Source: an optimization exercise on an open RTL-to-GDS flow (aim: small area and a short achievable clock period). Production flows keep margins and buffers that such runs may drop. Function was checked by simulation only, so behaviour that the tests miss may differ from the original. Power is estimated from default activity; no workload was simulated.

Setup of run A:
Design pifo_queue, start of the top module:
module pifo_queue (
  input  logic        clk,
  input  logic        rst,
  input  logic        push_valid,
  input  logic [15:0] push_prio,
  input  logic [3:0]  push_port,
  input  logic [31:0] push_data,
  input  logic        pop_valid,
  input  logic [3:0]  pop_port,
  output logic        pop_rsp_valid,
  output logic [15:0] pop_rsp_prio,
  output logic [3:0]  pop_rsp_port,
  output logic [31:0] pop_rsp_data,
  output logic        drop_valid,
  output logic [15:0] drop_prio,
  output logic [3:0]  drop_port,
  output logic [31:0] drop_data
);
Size: about 4000 cells after synthesis, ~1100 flip-flops, roughly 170 I/O pins, roughly 0.051 mm² of cells after synthesis.
make LEC_CHECK=0 ABC_CLOCK_PERIOD_IN_PS=4000 CAP_MARGIN=20 CORE_MARGIN=2 CORE_UTILIZATION=40 SETUP_SLACK_MARGIN=5 SLEW_MARGIN=20 finish   # period 10.0 ns
run.sh (not shown) runs the stock make flow with config.mk's settings and CLKGATE_MAP_FILE= SYNTH_SCRIPT=/design/flow/synth_recipe.tcl, a recipe that flattens the netlist after the stock synthesis.
Run A finished every stage and its layout cleared the timing, design-rule and antenna checks.
For run B, these inputs were changed with respect to run A:
# run A
export LEC_CHECK = 0
export ABC_CLOCK_PERIOD_IN_PS = 4000
export CAP_MARGIN = 20
export CORE_MARGIN = 2
export CORE_UTILIZATION = 40
export SETUP_SLACK_MARGIN = 5
export SLEW_MARGIN = 20
create_clock -name core_clock -period 10.0 [get_ports {clk}]
# run B
export LEC_CHECK = 0
export CAP_MARGIN = 20
export CORE_MARGIN = 2
export CORE_UTILIZATION = 40
export CTS_BUF_LIST = sky130_fd_sc_hd__clkbuf_4
export SLEW_MARGIN = 20
create_clock -name core_clock -period 10.0 [get_ports {clk}]
==> flow/flow/run.sh (new file) <==
#!/bin/bash
set -euo pipefail
bash standard.sh SETUP_SLACK_MARGIN=6 "BUFFER_PORTS_ARGS=-buffer_cell sky130_fd_sc_hd__buf_2" finish > standard_flow.log 2>&1
==> flow/standard.sh (new file) <==
#!/bin/bash
# synth_recipe.tcl (not shown) runs the flow's synth.tcl, then flattens the netlist and writes it again
# the make line also repeats each setting of config.mk as NAME=value (left out here)
make -C /OpenROAD-flow-scripts/flow DESIGN_CONFIG=/design/flow/config.mk WORK_HOME=/design/flow/orfs CLKGATE_MAP_FILE= SYNTH_SCRIPT=/design/flow/synth_recipe.tcl "${@:-finish}"
removed: flow/run.sh
- Final weighted congestion in routability-driven placement: run B higher than run A
- Of the two values seen for end of the critical path, out_q[42]$_DFF_P_ was produced by run B and out_q[50]$_DFF_P_ by run A.
- Run B against run A: global-route usage now sits lower; delay of the slowest cell on the worst path now sits lower; insertion delay of the later-clocked pin in the worst-skew pair now sits higher; first-iteration DRC count now sits higher; static leakage now sits higher.
- Run B has more setup slack than run A.
- Of run B and run A, the lower clock skew belongs to run A.
- Run B gives more clock-buffer cell count than run A did.
- Compared run B vs run A, and final non-filler cell area is up in run B.
What run C does differently from run B at the input level:
==> flow/flow/run.sh <==
#!/bin/bash
set -euo pipefail
bash standard.sh SETUP_SLACK_MARGIN=5.75 "BUFFER_PORTS_ARGS=-buffer_cell sky130_fd_sc_hd__buf_2" finish > standard_flow.log 2>&1
[summary]
- Lower critical path depth goes to run C over run B.
- Post-route clock period utilization was higher in run C than in run B.
- Summary of run C over run B: share of total power in the clock network now larger; clock period minus worst slack now larger; worst hold slack now smaller.
- Taking run B as the reference, in run C buffers inserted during post-CTS setup optimization decreased by about 40% relative to the old numbers; setup slack decreased by 0.20 ns relative to the old numbers; power share of the combinational group decreased by 1.2 points relative to the old numbers; total non-filler cell area in the finished layout decreased by 4.6% relative to the old numbers; switching share of power closely matched the old numbers.
- Run C vs run B: static power due to leakage down by a few percent
Relative to run C, the following input files were edited for run D:
# run C
export LEC_CHECK = 0
export CAP_MARGIN = 20
export CORE_MARGIN = 2
export CORE_UTILIZATION = 40
export CTS_BUF_LIST = sky130_fd_sc_hd__clkbuf_4
export SLEW_MARGIN = 20
create_clock -name core_clock -period 10.0 [get_ports {clk}]
# run D
export LEC_CHECK = 0
export CAP_MARGIN = 20
export CORE_MARGIN = 2
export CORE_UTILIZATION = 40
export CTS_BUF_LIST = sky130_fd_sc_hd__clkbuf_4
export PLACE_DENSITY = 0.75
export SLEW_MARGIN = 20
create_clock -name core_clock -period 10.0 [get_ports {clk}]
==> flow/flow/run.sh <==
#!/bin/bash
set -euo pipefail
bash standard.sh SETUP_SLACK_MARGIN=6 "BUFFER_PORTS_ARGS=-buffer_cell sky130_fd_sc_hd__buf_2" finish > standard_flow.log 2>&1
## What came out
- Wire length on met2 was higher in the run labelled run C.
- Row count across run C and run D: no real change.
- For run D, the source of the critical timing path was vld[4]$_SDFF_PP0_, unlike run C, where it was pop_port[3].
- Run D finished every stage and its layout cleared the timing, design-rule and antenna checks.
- Compared to run C, the routing of run D uses more wire.
- Diff run C -> run D | via count of the routed design | up by a few percent

re-timing with driven ports:
In the flow no input, the clock included, has a driving cell. The finished layouts below were timed again as built, in two steps.
Step 1 (the two cells are an assumption about what drives the block):
set clk [get_ports {clk}]
set_driving_cell -lib_cell sky130_fd_sc_hd__clkbuf_16 $clk
set_driving_cell -lib_cell sky130_fd_sc_hd__buf_2 [delete_from_list [all_inputs] $clk]
Step 2 adds t to the input delays and takes it off the output delays; t is the mean of the earliest and latest rising clock arrival at the registers after step 1. Input paths then give back, and output paths get back, about the clock's delay inside the block.
Slacks: ideal ports / drivers / drivers and shift; pairs: ideal ports / drivers.
run | shift t [ns] | slack for setup (ns) | worst setup path after step 2 | worst register clock-pin slew, ns
run A | 0.825 | 4.946 / 4.964 / 4.185 | input to register | 0.07 / 0.07
run B | 1.358 | 5.883 / 5.803 / 4.445 | input to register | 0.09 / 0.09
run C | 1.347 | 5.681 / 5.721 / 4.374 | input to register | 0.09 / 0.09
run D | 1.356 | 5.785 / 5.785 / 4.446 | input to register | 0.09 / 0.09
After both steps setup and hold are still met in every run listed. For run B, which loses most, drivers alone change the setup slack by -0.080 ns; drivers and shift together by -1.438 ns.
